Source: an optimization exercise on an open RTL-to-GDS flow (aim: small area, a short achievable clock period and few clock cycles per item). Production flows keep margins and buffers that such runs may drop.
Function was checked by simulation only, so behaviour that the tests miss may differ from the original.
Power and IR drop assume default switching activity.

## operand_fetch_top
module operand_fetch_top
(
	input  wire          clk,
	input  wire          reset,
	input  wire          in_valid,
	output logic         in_ready,
	input  wire  [7:0]   in_tag,
	input  wire  [3:0]   in_dest,
	input  wire          in_writes_channel,
	input  wire  [15:0]  in_register_0,
	input  wire  [15:0]  in_register_1,
	input  wire  [5:0]   in_op_a,
	input  wire  [5:0]   in_op_b,
	input  wire  [5:0]   in_op_c,
	output logic         out_valid,
	input  wire          out_ready,
	output logic [7:0]   out_tag,
	output logic [3:0]   out_dest,
	output logic         out_writes_channel,
	output logic [5:0]   out_commit_id,
	output logic [15:0]  out_arg_a,
	output logic [15:0]  out_arg_b,
	output logic [15:0]  out_arg_c,
	input  wire          chan_write_valid,
	input  wire  [3:0]   chan_write_addr,
	input  wire  [15:0]  chan_write_value
);
	logic [15:0] chan [16];    
	logic [3:0]  wq   [3];     
	logic [2:0]  outs;         
	logic        occ;          
	logic [15:0] val  [3];
	logic [2:0]  wait_t [3];   
	logic        cwv;
	logic [5:0]  sel [3];
	logic [15:0] rd_t [3];
	logic [15:0] in_val [3];
	logic [2:0]  in_wait [3];
	logic [2:0]  in_fwd;
	logic        free;
  ...
==> flow/config.mk <==
export PLATFORM = sky130hd
export DESIGN_NAME = operand_fetch_top
export DESIGN_NICKNAME = operand_fetch_top
export VERILOG_FILES = /design/flow/design.v
export SDC_FILE = /design/flow/constraint.sdc
export NUM_CORES = 4
export LEC_CHECK = 0
export CAP_MARGIN = 20
export CORE_MARGIN = 2
export CORE_UTILIZATION = 55
export GPL_TIMING_DRIVEN = 0
export SETUP_SLACK_MARGIN = 2.3
export SLEW_MARGIN = 20
export BUFFER_PORTS_ARGS = -buffer_cell sky130_fd_sc_hd__buf_1
export CTS_ARGS = -sink_clustering_enable -repair_clock_nets -sink_clustering_size 24 -sink_clustering_max_diameter 80 -buf_list sky130_fd_sc_hd__clkbuf_16 -dont_use_dummy_load
==> flow/constraint.sdc <==
create_clock -name core_clock -period 5.0 [get_ports {clk}]
set_input_delay 1.0000 -clock core_clock [delete_from_list [all_inputs] [get_ports {clk}]]
set_output_delay 1.0000 -clock core_clock [all_outputs]
set_load 0.01 [all_outputs]
standard.sh (not shown) runs the stock make flow with config.mk's settings and CLKGATE_MAP_FILE= SYNTH_SCRIPT=/design/flow/synth_recipe.tcl, a recipe that flattens the netlist after the stock synthesis.
==> flow/flow/run.sh <==
#!/bin/bash
# Standard layout with small port buffers and a lighter clock tree.
set -e
cat >> config.mk <<'EOM'
export BUFFER_PORTS_ARGS = -buffer_cell sky130_fd_sc_hd__buf_1
export CTS_ARGS = -sink_clustering_enable -repair_clock_nets -sink_clustering_size 24 -sink_clustering_max_diameter 80 -buf_list sky130_fd_sc_hd__clkbuf_16 -dont_use_dummy_load
EOM
bash standard.sh > standard.log 2>&1
Testbench counts at the start, summed over its fixed seeds: cycles 20,173, items 16,000.
Rerun with:
--- a/flow/config.mk
+++ b/flow/config.mk
@@ -10,4 +10,3 @@
 export CORE_UTILIZATION = 55
-export GPL_TIMING_DRIVEN = 0
-export SETUP_SLACK_MARGIN = 2.3
+export SETUP_SLACK_MARGIN = 2.4
 export SLEW_MARGIN = 20
After rerunning: The changed run finished with timing, DRC and antenna clean; final area came out lower by 3.4%; clock skew came out higher by 0.0041 ns; worst setup slack gets better by 0.13 ns; global-route usage came out lower by 2.1 points; synthesized area is unchanged; sequential power hardly moves; power came out lower by 2.3%; die area stays the same; count of clock-buffer cells in the layout came out lower by 1; via count came out lower by 4.4%; non-clock buffer count came out lower by 78.
Rerun with:
--- a/flow/config.mk
+++ b/flow/config.mk
@@ -9,3 +9,3 @@
 export CORE_MARGIN = 2
-export CORE_UTILIZATION = 55
+export CORE_UTILIZATION = 50
 export SETUP_SLACK_MARGIN = 2.4
Result: Via count rises by 0.88%; flip-flop and latch count stays the same; final area rises by 1.1%; first-iteration DRC count falls by 8.9%; synthesized area stays the same; clock skew falls by 0.0086 ns; die area rises by 9.8%; sequential power hardly moves.
Rerun with:
--- a/flow/config.mk
+++ b/flow/config.mk
@@ -9,4 +9,4 @@
 export CORE_MARGIN = 2
-export CORE_UTILIZATION = 50
-export SETUP_SLACK_MARGIN = 2.4
+export CORE_UTILIZATION = 65
+export SETUP_SLACK_MARGIN = 2.5
 export SLEW_MARGIN = 20
What happened: Wire length fell by a few percent; count of clock-buffer cells in the layout fell by 3; critical path depth is unchanged; fmax fell by a few percent; worst hold slack gets worse by 0.016 ns.

* * *

cedar:
Starting RTL as in the previous note.
Settings: LEC_CHECK=0, CAP_MARGIN=20, CORE_MARGIN=2, CORE_UTILIZATION=55, SETUP_SLACK_MARGIN=2.5, SLEW_MARGIN=20, BUFFER_PORTS_ARGS=-buffer_cell sky130_fd_sc_hd__buf_1, CTS_ARGS=-sink_clustering_enable -repair_clock_nets -sink_clustering_size 24 -sink_clustering_max_diameter 80 -buf_list sky130_fd_sc_hd__clkbuf_16 -dont_use_dummy_load; clock period 5.0 ns.
Scripts as last shown in full above: flow/flow/run.sh
Testbench counts of cedar, summed over its fixed seeds: cycles 20,173, items 16,000.
Changes in xenon relative to cedar:
-- flow/config.mk --
<<< cedar, line 10
export CORE_UTILIZATION = 55
export SETUP_SLACK_MARGIN = 2.5
>>> xenon, line 10
export CORE_UTILIZATION = 45
export SETUP_SLACK_MARGIN = 2.3
Notes after the runs:
Result: PASS for each of cedar and xenon. Delta (xenon minus cedar): average cell area after synthesis flat; area fraction of clock buffers and clock inverters decreased by 0.18 points relative to the old numbers; fmax dropped about 3%. Diff cedar -> xenon | width of the chip | up by more than 10%. In the reports for cedar and xenon, the larger clock skew belongs to cedar. cedar has higher routed wire length per instance than xenon. xenon ended up with met4 as its top routing layer in use; cedar ended up with met5. Routed wire length delta for xenon relative to cedar: 4.0% higher. Critical path depth: xenon vs cedar up 3. Diff xenon..cedar | post-synthesis compound-gate area fraction | negligible. Re wire length of the first global-routing pass: cedar and xenon aren't equal, and the lower value belongs to cedar. out_arg_c[3] as the critical path endpoint was reported by cedar, and val[0][7] by xenon. xenon leaves less setup margin than cedar.
--- input diff xenon..garnet ---
-- flow/config.mk --
<<< xenon, line 11
export SETUP_SLACK_MARGIN = 2.3
>>> garnet, line 11
export SETUP_SLACK_MARGIN = 2.5
[summary]
On garnet: final standard cell area without fillers is 3.3% higher than what xenon gave.
Changes observed in garnet relative to xenon: number of clock-tree buffers in the layout lost 1, clock power lost about 3%.

* * *

operand_fetch_top again, from the RTL that the note above started with.
## operand_fetch_top
module operand_fetch_top
(
	input  wire          clk,
	input  wire          reset,
	input  wire          in_valid,
	output logic         in_ready,
	input  wire  [7:0]   in_tag,
	input  wire  [3:0]   in_dest,
	input  wire          in_writes_channel,
	input  wire  [15:0]  in_register_0,
	input  wire  [15:0]  in_register_1,
	input  wire  [5:0]   in_op_a,
	input  wire  [5:0]   in_op_b,
	input  wire  [5:0]   in_op_c,
	output logic         out_valid,
	input  wire          out_ready,
	output logic [7:0]   out_tag,
	output logic [3:0]   out_dest,
	output logic         out_writes_channel,
	output logic [5:0]   out_commit_id,
	output logic [15:0]  out_arg_a,
	output logic [15:0]  out_arg_b,
	output logic [15:0]  out_arg_c,
	input  wire          chan_write_valid,
	input  wire  [3:0]   chan_write_addr,
	input  wire  [15:0]  chan_write_value
);
	logic [15:0] chan [16];    
	logic [3:0]  wq   [3];     
	logic [2:0]  outs;         
	logic        occ;          
	logic [15:0] val  [3];
	logic [2:0]  wait_t [3];   
	logic        cwv;
	logic [5:0]  sel [3];
	logic [15:0] rd_t [3];
	logic [15:0] in_val [3];
	logic [2:0]  in_wait [3];
	logic [2:0]  in_fwd;
	logic        free;
	logic        take;
	logic        issue;
	logic        out_fire;
	logic [2:0]  outs_dn;      
	assign cwv = chan_write_valid;
	assign sel[0] = in_op_a;
	assign sel[1] = in_op_b;
	assign sel[2] = in_op_c;
	logic ready_now;
	logic ready_wb;
	logic ready_now_d;
	logic ready_wb_d;
	logic free_now;
	logic free_wb;
	logic in_ready_now;
	assign out_valid = ready_now | (cwv & ready_wb);
	assign out_fire  = out_valid & out_ready;
  ...
export LEC_CHECK = 0
export CAP_MARGIN = 20
export CORE_MARGIN = 2
export CORE_UTILIZATION = 55
export SETUP_SLACK_MARGIN = 2.3
export SLEW_MARGIN = 20
export BUFFER_PORTS_ARGS = -buffer_cell sky130_fd_sc_hd__buf_1
export CTS_ARGS = -sink_clustering_enable -repair_clock_nets -sink_clustering_size 24 -sink_clustering_max_diameter 80 -buf_list sky130_fd_sc_hd__clkbuf_16 -dont_use_dummy_load
create_clock -name core_clock -period 5.0 [get_ports {clk}]
Scripts as last shown in full above: flow/flow/run.sh
Testbench counts at the start, summed over its fixed seeds: cycles 20,173, items 16,000.
==> next run, changes <==
TNS_END_PERCENT = 30   (was not set)
What happened: Non-clock buffer count came out lower by 2; die area stays the same; wire length came out higher slightly; setup slack loses 0.16 ns; count of clock-buffer cells in the layout came out higher by 1; critical path depth came out higher by 1; global-route usage came out higher by 0.69 points.
==> next run, changes <==
==> flow/flow/run.sh (replaced) <==
#!/bin/bash
# Standard layout with small port buffers and a lighter clock tree.
set -e
cat >> config.mk <<'EOM'
export BUFFER_PORTS_ARGS = -buffer_cell sky130_fd_sc_hd__buf_1
export CTS_ARGS = -sink_clustering_enable -repair_clock_nets -sink_clustering_size 26 -sink_clustering_max_diameter 100 -buf_list sky130_fd_sc_hd__clkbuf_16 -dont_use_dummy_load
EOM
bash standard.sh > standard.log 2>&1
CORE_UTILIZATION = 50   (was 55)
CTS_ARGS = -sink_clustering_enable -repair_clock_nets -sink_clustering_size 26 -sink_clustering_max_diameter 100 -buf_list sky130_fd_sc_hd__clkbuf_16 -dont_use_dummy_load   (was -sink_clustering_enable -repair_clock_nets -sink_clustering_size 24 -sink_clustering_max_diameter 80 -buf_list sky130_fd_sc_hd__clkbuf_16 -dont_use_dummy_load)
TNS_END_PERCENT = not set   (was 30)
Effect: The changed run completed with no timing, DRC or antenna violations. Hold slack gets better by 0.0098 ns. Setup slack gets better by 0.046 ns. Clock power went down by 14%. Final cell count went up by 3.1%. Core utilization went down by 6.1 points. Flip-flop and latch count does not change. Die area went up by 9.8%. Routed wire length went down by 1.7%. Count of clock-buffer cells in the layout went down by 6. Global-route usage went down by 4.0 points. Via count went down by 1.3%.
==> next run, changes <==
==> flow/flow/run.sh (replaced) <==
#!/bin/bash
# Standard layout with small port buffers and a lighter clock tree.
set -e
cat >> config.mk <<'EOM'
export BUFFER_PORTS_ARGS = -buffer_cell sky130_fd_sc_hd__buf_1
export CTS_ARGS = -sink_clustering_enable -repair_clock_nets -sink_clustering_size 24 -sink_clustering_max_diameter 80 -buf_list sky130_fd_sc_hd__clkbuf_16 -dont_use_dummy_load
EOM
bash standard.sh > standard.log 2>&1
CORE_UTILIZATION = 55   (was 50)
CTS_ARGS = -sink_clustering_enable -repair_clock_nets -sink_clustering_size 24 -sink_clustering_max_diameter 80 -buf_list sky130_fd_sc_hd__clkbuf_16 -dont_use_dummy_load   (was -sink_clustering_enable -repair_clock_nets -sink_clustering_size 26 -sink_clustering_max_diameter 100 -buf_list sky130_fd_sc_hd__clkbuf_16 -dont_use_dummy_load)
PLACE_DENSITY = 0.72   (was not set)
Effect: The new run ran to the end with no violations. Maximum frequency shrinks by about 0.7%. Wire length shrinks by 4.9%. Setup slack is worse by 0.021 ns. Synthesized cell count is unchanged. Via count grows by 2.7%. Hold slack stays flat. Total power barely changes. Count of clock-buffer cells in the layout grows by 1. Register-to-register slack is better by 0.05 ns. Area after synthesis stays the same.

-- re-timing with driven ports --
The results above use ideal ports. As a check the final layouts listed here were re-extracted and re-timed, cells and wires unchanged. Step 1 sets driving cells, clkbuf_16 on the clock port and buf_2 on the other inputs (assumed; they add their load-dependent delay and slew). Step 2 also shifts input and output timing later by t, the mid clock arrival at the registers, as if the neighbouring blocks saw the same clock. a / b / c = ideal / step 1 / step 2; a / b = the first two.
run | shift t [ns] | setup WS [ns] | hold slack, ns | slew at the worst register clock pin (ns) | pins driven straight from the clock port
the first run of note 1 | 0.594 | 2.240 / 2.184 / 1.707 | 0.501 / 0.501 / 0.501 | 0.09 / 0.09 | 1
the second run of note 1 | 0.597 | 2.371 / 2.316 / 1.825 | 0.508 / 0.508 / 0.508 | 0.10 / 0.10 | 1
the third run of note 1 | 0.609 | 2.373 / 2.312 / 1.794 | 0.509 / 0.509 / 0.509 | 0.10 / 0.10 | 1
the fourth run of note 1 | 0.569 | 2.199 / 2.230 / 1.661 | 0.493 / 0.493 / 0.493 | 0.10 / 0.10 | 1
cedar | 0.585 | 2.355 / 2.301 / 1.847 | 0.505 / 0.505 / 0.505 | 0.10 / 0.10 | 1
xenon | 0.595 | 2.272 / 2.284 / 1.689 | 0.503 / 0.503 / 0.503 | 0.10 / 0.10 | 1
garnet | 0.591 | 2.381 / 2.317 / 1.726 | 0.494 / 0.494 / 0.494 | 0.10 / 0.10 | 1
the first run of note 3 | 0.602 | 2.312 / 2.296 / 1.746 | 0.490 / 0.490 / 0.490 | 0.10 / 0.10 | 1
the second run of note 3 | 0.595 | 2.148 / 2.159 / 1.565 | 0.488 / 0.488 / 0.488 | 0.09 / 0.09 | 1
the third run of note 3 | 0.585 | 2.194 / 2.165 / 1.767 | 0.497 / 0.497 / 0.497 | 0.11 / 0.11 | 1
the fourth run of note 3 | 0.571 | 2.173 / 2.193 / 1.622 | 0.495 / 0.495 / 0.495 | 0.10 / 0.10 | 1
After both steps every run listed still meets setup and hold. For garnet, which loses most, drivers alone change the setup slack by -0.064 ns; drivers and shift together by -0.655 ns.
